This design comes from an exercise in tuning for small area, a short achievable clock period and few clock cycles per item on the open sky130 flow, not from production work. Function was checked by simulation only, so behaviour that the tests miss may differ from the original. Power and IR drop assume default switching activity.

== run 1 ==
==> flow/design.v <==
module flash_log_item_directory #(
    parameter int ENTRY_COUNT = 35
) (
    input  logic        i_clk,
    input  logic        i_rst_n,
    input  logic        i_s_axis_tvalid,
    output logic        o_s_axis_tready,
    input  logic [63:0] i_s_axis_tdata,   
    input  logic [1:0]  i_s_axis_tuser,   
    output logic        o_m_axis_tvalid,
    input  logic        i_m_axis_tready,
    output logic [47:0] o_m_axis_tdata,   
    output logic [1:0]  o_m_axis_tuser    
);
    localparam int N = ENTRY_COUNT;
    localparam logic [1:0] OP_RECORD     = 2'd0;
    localparam logic [1:0] OP_LOOKUP     = 2'd1;
    localparam logic [1:0] OP_INVALIDATE = 2'd2;
    logic [N-1:0][7:0]  r_id;
    logic [N-1:0][23:0] r_addr;
    logic [N-1:0][23:0] r_len;
    logic [N-1:0]       r_vld;    
    logic [N-1:0]       r_ge;     
    logic [N-1:0]       w_we;
    logic               w_v;      
    logic               w_chi;
    logic [N-1:0]       w_a, w_b;
    logic [7:0]         w_id;
    logic [23:0]        w_addr;
    logic [23:0]        w_len;
    logic               w_idff;
    logic        q_v;
    logic        q_rec, q_lk, q_inv, q_keyff;
    logic [7:0]  q_id;
    logic [7:0]  q_blk;
    logic        q_en;
    logic [23:0] q_addr;
    logic [23:0] q_len;
    logic         k_v;
    logic [1:0]   k_f;
    logic [N-1:0] k_sel;
    logic         k_lo;           
    logic [N-1:0] k_a, k_b;
    logic        o_v, o1_v, o_rdy;
    logic [49:0] o_d, o1_d;
    logic        fire;
    logic        drain;
    logic        take;
    logic        n_q_v, n_o1_v;
    assign fire            = q_v & ~o1_v;
    assign drain           = k_v & ~o1_v;
    assign take            = o_v & i_m_axis_tready;
    assign o_s_axis_tready = o_rdy;           
    assign q_en            = ~q_v | ~o1_v;
    assign o_m_axis_tvalid = o_v;
    assign o_m_axis_tdata  = o_d[47:0];
    assign o_m_axis_tuser  = o_d[49:48];
    logic [N-1:0] eq, beq, idff, cand, lm, clr, bsel;
    logic [N-1:0] c_hi, c_sel_hi, c_sel_all, l_lo, l_sel_lo, l_sel_all, vld;
    logic         w_eq, w_beq;
    logic         any_c, any_chi, any_l, any_llo, sel_empty;
    logic [47:0]  lk_data;
    logic [1:0]   res_f;
    logic [49:0]  res;
    assign w_eq  = (w_id == q_id);
    assign w_beq = (w_addr[23:16] == q_blk);
    always_comb begin
        for (int p = 0; p < N; p++) begin
            vld[p]  = r_vld[p] | w_we[p];
            eq[p]   = w_we[p] ? w_eq   : (r_id[p] == q_id);
            beq[p]  = w_we[p] ? w_beq  : (r_addr[p][23:16] == q_blk);
            idff[p] = w_we[p] ? w_idff : &r_id[p];
            cand[p] = ~vld[p] | idff[p] | eq[p];
            lm[p]   = q_lk & (vld[p] ? eq[p] : q_keyff);
            clr[p]  = vld[p] & ~idff[p] & beq[p];
            bsel[p] = r_ge[p] & ((p == 0) ? 1'b1 : ~r_ge[(p == 0) ? 0 : p - 1]);
        end
        c_hi = cand & r_ge;
        l_lo = lm & ~r_ge;
        any_c   = |cand;
        any_chi = |c_hi;
        any_l   = |lm;
        any_llo = |l_lo;
        for (int p = 0; p < N; p++) begin
            logic below_hi, below_c;
            below_hi = 1'b0;
            below_c  = 1'b0;
            for (int k = 0; k < p; k++) begin
                below_hi |= c_hi[k];
                below_c  |= cand[k];
            end
            c_sel_hi[p]  = c_hi[p] & ~below_hi;
            c_sel_all[p] = any_c ? (cand[p] & ~below_c) : bsel[p];
        end
        for (int p = 0; p < N; p++) begin
            logic above_lo, above_l;
            above_lo = 1'b0;
            above_l  = 1'b0;
            for (int k = p + 1; k < N; k++) begin
                above_lo |= l_lo[k];
                above_l  |= lm[k];
            end
            l_sel_lo[p]  = l_lo[p] & ~above_lo;
            l_sel_all[p] = lm[p] & ~above_l;
        end
        res_f = {q_rec & ~any_c, any_l};
        lk_data = '0;
        for (int p = 0; p < N; p++) begin
            lk_data |= {r_len[p], r_addr[p]} & {48{k_sel[p]}};
        end
        k_sel     = k_lo ? k_a : k_b;
        sel_empty = |(k_sel & ~r_vld);
        lk_data  |= {48{sel_empty}};
        res = {k_f, lk_data};
    end
    always_ff @(posedge i_clk) begin
        for (int p = 0; p < N; p++) begin
            if (w_we[p]) begin
                r_id[p]   <= w_id;
                r_addr[p] <= w_addr;
                r_len[p]  <= w_len;
            end
        end
        w_id   <= q_id;
        w_addr <= q_addr;
        w_len  <= q_len;
        w_idff <= q_keyff;
    end
    assign w_we = {N{w_v}} & (w_chi ? w_a : w_b);
    always_ff @(posedge i_clk) begin
        w_chi <= any_chi;
        w_a   <= c_sel_hi;
        w_b   <= c_sel_all;
    end
    always_ff @(posedge i_clk) begin
        if (!i_rst_n) begin
            r_vld <= '0;
            r_ge  <= '1;
            w_v   <= 1'b0;
        end else begin
            w_v   <= fire & q_rec;
            r_vld <= vld & ~((fire & q_inv) ? clr : '0);
            if (fire & q_rec & ~any_c)
                r_ge <= (r_ge & ~bsel) | {N{bsel[N-1]}};
        end
    end
    always_ff @(posedge i_clk) begin
        if (q_en) begin
            q_rec   <= (i_s_axis_tuser == OP_RECORD);
            q_lk    <= (i_s_axis_tuser == OP_LOOKUP);
            q_inv   <= (i_s_axis_tuser == OP_INVALIDATE);
            q_keyff <= &i_s_axis_tdata[7:0];
            q_id    <= i_s_axis_tdata[7:0];
            q_blk   <= i_s_axis_tdata[63:56];
            q_addr  <= i_s_axis_tdata[31:8];
            q_len   <= i_s_axis_tdata[55:32];
        end
    end
    always_ff @(posedge i_clk) begin
        if (!o1_v) begin
            k_f   <= res_f;
            k_lo  <= any_llo;
            k_a   <= l_sel_lo;
            k_b   <= l_sel_all;
        end
        if (!o_v | take)
            o_d <= o1_v ? o1_d : res;
        if (!o1_v)
            o1_d <= res;
    end
    assign n_q_v  = (i_s_axis_tvalid & q_en) | (q_v & ~fire);
    assign n_o1_v = o1_v ? ~take : (drain & o_v & ~take);
    always_ff @(posedge i_clk) begin
        if (!i_rst_n) begin
            q_v   <= 1'b0;
            k_v   <= 1'b0;
            o_v   <= 1'b0;
            o1_v  <= 1'b0;
            o_rdy <= 1'b1;
        end else begin
            q_v   <= n_q_v;
            k_v   <= fire | (k_v & o1_v);
            o_v   <= o1_v | drain | (o_v & ~take);
            o1_v  <= n_o1_v;
            o_rdy <= ~n_q_v | ~n_o1_v;
        end
    end
endmodule
clock: 8.0 ns
lec_check: 0
cap_margin: 20
core_margin: 2
core_utilization: 40
setup_slack_margin: 4.5
slew_margin: 20
tns_end_percent: 5
run.sh (not shown) runs the stock make flow with config.mk's settings and CLKGATE_MAP_FILE= SYNTH_SCRIPT=/design/flow/synth_recipe.tcl, a recipe that flattens the netlist after the stock synthesis.
Testbench counts of run 1, summed over its fixed seeds: cycles 4,824, items 4,800.
Relative to run 1, the following input files were edited for run 2:
--- a/flow/design.v
+++ b/flow/design.v
@@ -20,13 +20,10 @@
     logic [N-1:0][23:0] r_addr;
     logic [N-1:0][23:0] r_len;
     logic [N-1:0]       r_vld;    
     logic [N-1:0]       r_ge;     
     logic [N-1:0]       w_we;
-    logic               w_v;      
-    logic               w_chi;
-    logic [N-1:0]       w_a, w_b;
     logic [7:0]         w_id;
     logic [23:0]        w_addr;
     logic [23:0]        w_len;
     logic               w_idff;
     logic        q_v;
@@ -37,12 +34,10 @@
     logic [23:0] q_addr;
     logic [23:0] q_len;
     logic         k_v;
     logic [1:0]   k_f;
     logic [N-1:0] k_sel;
-    logic         k_lo;           
-    logic [N-1:0] k_a, k_b;
     logic        o_v, o1_v, o_rdy;
     logic [49:0] o_d, o1_d;
     logic        fire;
     logic        drain;
     logic        take;
@@ -54,27 +49,26 @@
     assign q_en            = ~q_v | ~o1_v;
     assign o_m_axis_tvalid = o_v;
     assign o_m_axis_tdata  = o_d[47:0];
     assign o_m_axis_tuser  = o_d[49:48];
     logic [N-1:0] eq, beq, idff, cand, lm, clr, bsel;
-    logic [N-1:0] c_hi, c_sel_hi, c_sel_all, l_lo, l_sel_lo, l_sel_all, vld;
+    logic [N-1:0] c_hi, c_sel, l_lo, l_sel, we;
     logic         w_eq, w_beq;
     logic         any_c, any_chi, any_l, any_llo, sel_empty;
     logic [47:0]  lk_data;
     logic [1:0]   res_f;
     logic [49:0]  res;
     assign w_eq  = (w_id == q_id);
     assign w_beq = (w_addr[23:16] == q_blk);
     always_comb begin
         for (int p = 0; p < N; p++) begin
-            vld[p]  = r_vld[p] | w_we[p];
             eq[p]   = w_we[p] ? w_eq   : (r_id[p] == q_id);
             beq[p]  = w_we[p] ? w_beq  : (r_addr[p][23:16] == q_blk);
             idff[p] = w_we[p] ? w_idff : &r_id[p];
-            cand[p] = ~vld[p] | idff[p] | eq[p];
-            lm[p]   = q_lk & (vld[p] ? eq[p] : q_keyff);
-            clr[p]  = vld[p] & ~idff[p] & beq[p];
+            cand[p] = ~r_vld[p] | idff[p] | eq[p];
+            lm[p]   = q_lk & (r_vld[p] ? eq[p] : q_keyff);
+            clr[p]  = r_vld[p] & ~idff[p] & beq[p];
             bsel[p] = r_ge[p] & ((p == 0) ? 1'b1 : ~r_ge[(p == 0) ? 0 : p - 1]);
         end
         c_hi = cand & r_ge;
         l_lo = lm & ~r_ge;
         any_c   = |cand;
@@ -87,30 +81,28 @@
             below_c  = 1'b0;
             for (int k = 0; k < p; k++) begin
                 below_hi |= c_hi[k];
                 below_c  |= cand[k];
             end
-            c_sel_hi[p]  = c_hi[p] & ~below_hi;
-            c_sel_all[p] = any_c ? (cand[p] & ~below_c) : bsel[p];
+            c_sel[p] = any_chi ? (c_hi[p] & ~below_hi) : (cand[p] & ~below_c);
         end
         for (int p = 0; p < N; p++) begin
             logic above_lo, above_l;
             above_lo = 1'b0;
             above_l  = 1'b0;
             for (int k = p + 1; k < N; k++) begin
                 above_lo |= l_lo[k];
                 above_l  |= lm[k];
             end
-            l_sel_lo[p]  = l_lo[p] & ~above_lo;
-            l_sel_all[p] = lm[p] & ~above_l;
+            l_sel[p] = any_llo ? (l_lo[p] & ~above_lo) : (lm[p] & ~above_l);
         end
+        we    = (fire & q_rec) ? (any_c ? c_sel : bsel) : '0;
         res_f = {q_rec & ~any_c, any_l};
         lk_data = '0;
         for (int p = 0; p < N; p++) begin
             lk_data |= {r_len[p], r_addr[p]} & {48{k_sel[p]}};
         end
-        k_sel     = k_lo ? k_a : k_b;
         sel_empty = |(k_sel & ~r_vld);
         lk_data  |= {48{sel_empty}};
         res = {k_f, lk_data};
     end
     always_ff @(posedge i_clk) begin
@@ -124,24 +116,21 @@
         w_id   <= q_id;
         w_addr <= q_addr;
         w_len  <= q_len;
         w_idff <= q_keyff;
     end
-    assign w_we = {N{w_v}} & (w_chi ? w_a : w_b);
-    always_ff @(posedge i_clk) begin
-        w_chi <= any_chi;
-        w_a   <= c_sel_hi;
-        w_b   <= c_sel_all;
-    end
     always_ff @(posedge i_clk) begin
         if (!i_rst_n) begin
             r_vld <= '0;
             r_ge  <= '1;
-            w_v   <= 1'b0;
+            w_we  <= '0;
         end else begin
-            w_v   <= fire & q_rec;
-            r_vld <= vld & ~((fire & q_inv) ? clr : '0);
+            w_we <= we;
+            if (fire & q_inv)
+                r_vld <= r_vld & ~clr;
+            else
+                r_vld <= r_vld | we;
             if (fire & q_rec & ~any_c)
                 r_ge <= (r_ge & ~bsel) | {N{bsel[N-1]}};
         end
     end
     always_ff @(posedge i_clk) begin
@@ -157,13 +146,11 @@
         end
     end
     always_ff @(posedge i_clk) begin
         if (!o1_v) begin
             k_f   <= res_f;
-            k_lo  <= any_llo;
-            k_a   <= l_sel_lo;
-            k_b   <= l_sel_all;
+            k_sel <= l_sel;
         end
         if (!o_v | take)
             o_d <= o1_v ? o1_d : res;
         if (!o1_v)
             o1_d <= res;
Results
In the tables for run 1 and run 2, number of flops mapped to enable cells by yosys reads higher with run 1. Going from run 1 to run 2, netlist area before placement shrank slightly. NOTE overall power of the completed layout run 1->run 2 decreased by a few percent. Run 2 vs run 1, non-filler instance count after layout went up by 150. Run comparison: run 1 end point of the critical path o_d[16]; run 2 end point of the critical path k_sel[24]. Run 2 ends up with a final design instance area without fill that is 1200 um2 lower than in run 1. Going from run 1 to run 2, clock-buffer cell count shrinks by about 1.3%. Run 2 has completed all stages; timing, DRC and antenna checks passed. Looking at slowest library cell on the worst path, the sky130_fd_sc_hd__mux2_4 result is from run 1; the sky130_fd_sc_hd__nor4_1 one comes from run 2.
Testbench counts of run 2, summed over its fixed seeds: cycles 4,824, items 4,800.

## static timing again, ports no longer ideal
How much do the figures lean on ideal ports? The routed layouts below were timed once more, with nothing changed but the port constraints.
Step 1, drivers: a clkbuf_16 drives i_clk and a buf_2 each remaining input, both assumed.
Step 2 adds t to the input delays and takes it off the output delays; t is the mean of the earliest and latest rising clock arrival at the registers after step 1. Input paths then give back, and output paths get back, about the clock's delay inside the block.
Slacks: ideal ports / drivers / drivers and shift; pairs: ideal ports / drivers.
run	t, ns	setup WS [ns]	worst data-port slew with drivers (ns)
run 1	0.986	4.240 / 4.240 / 4.223	0.09
run 2	0.982	4.119 / 4.119 / 4.119	0.08
After both steps setup and hold are still met in every run listed. The setup slack of run 1, which loses most, moves by 0.000 ns with the drivers and by -0.017 ns with both steps.
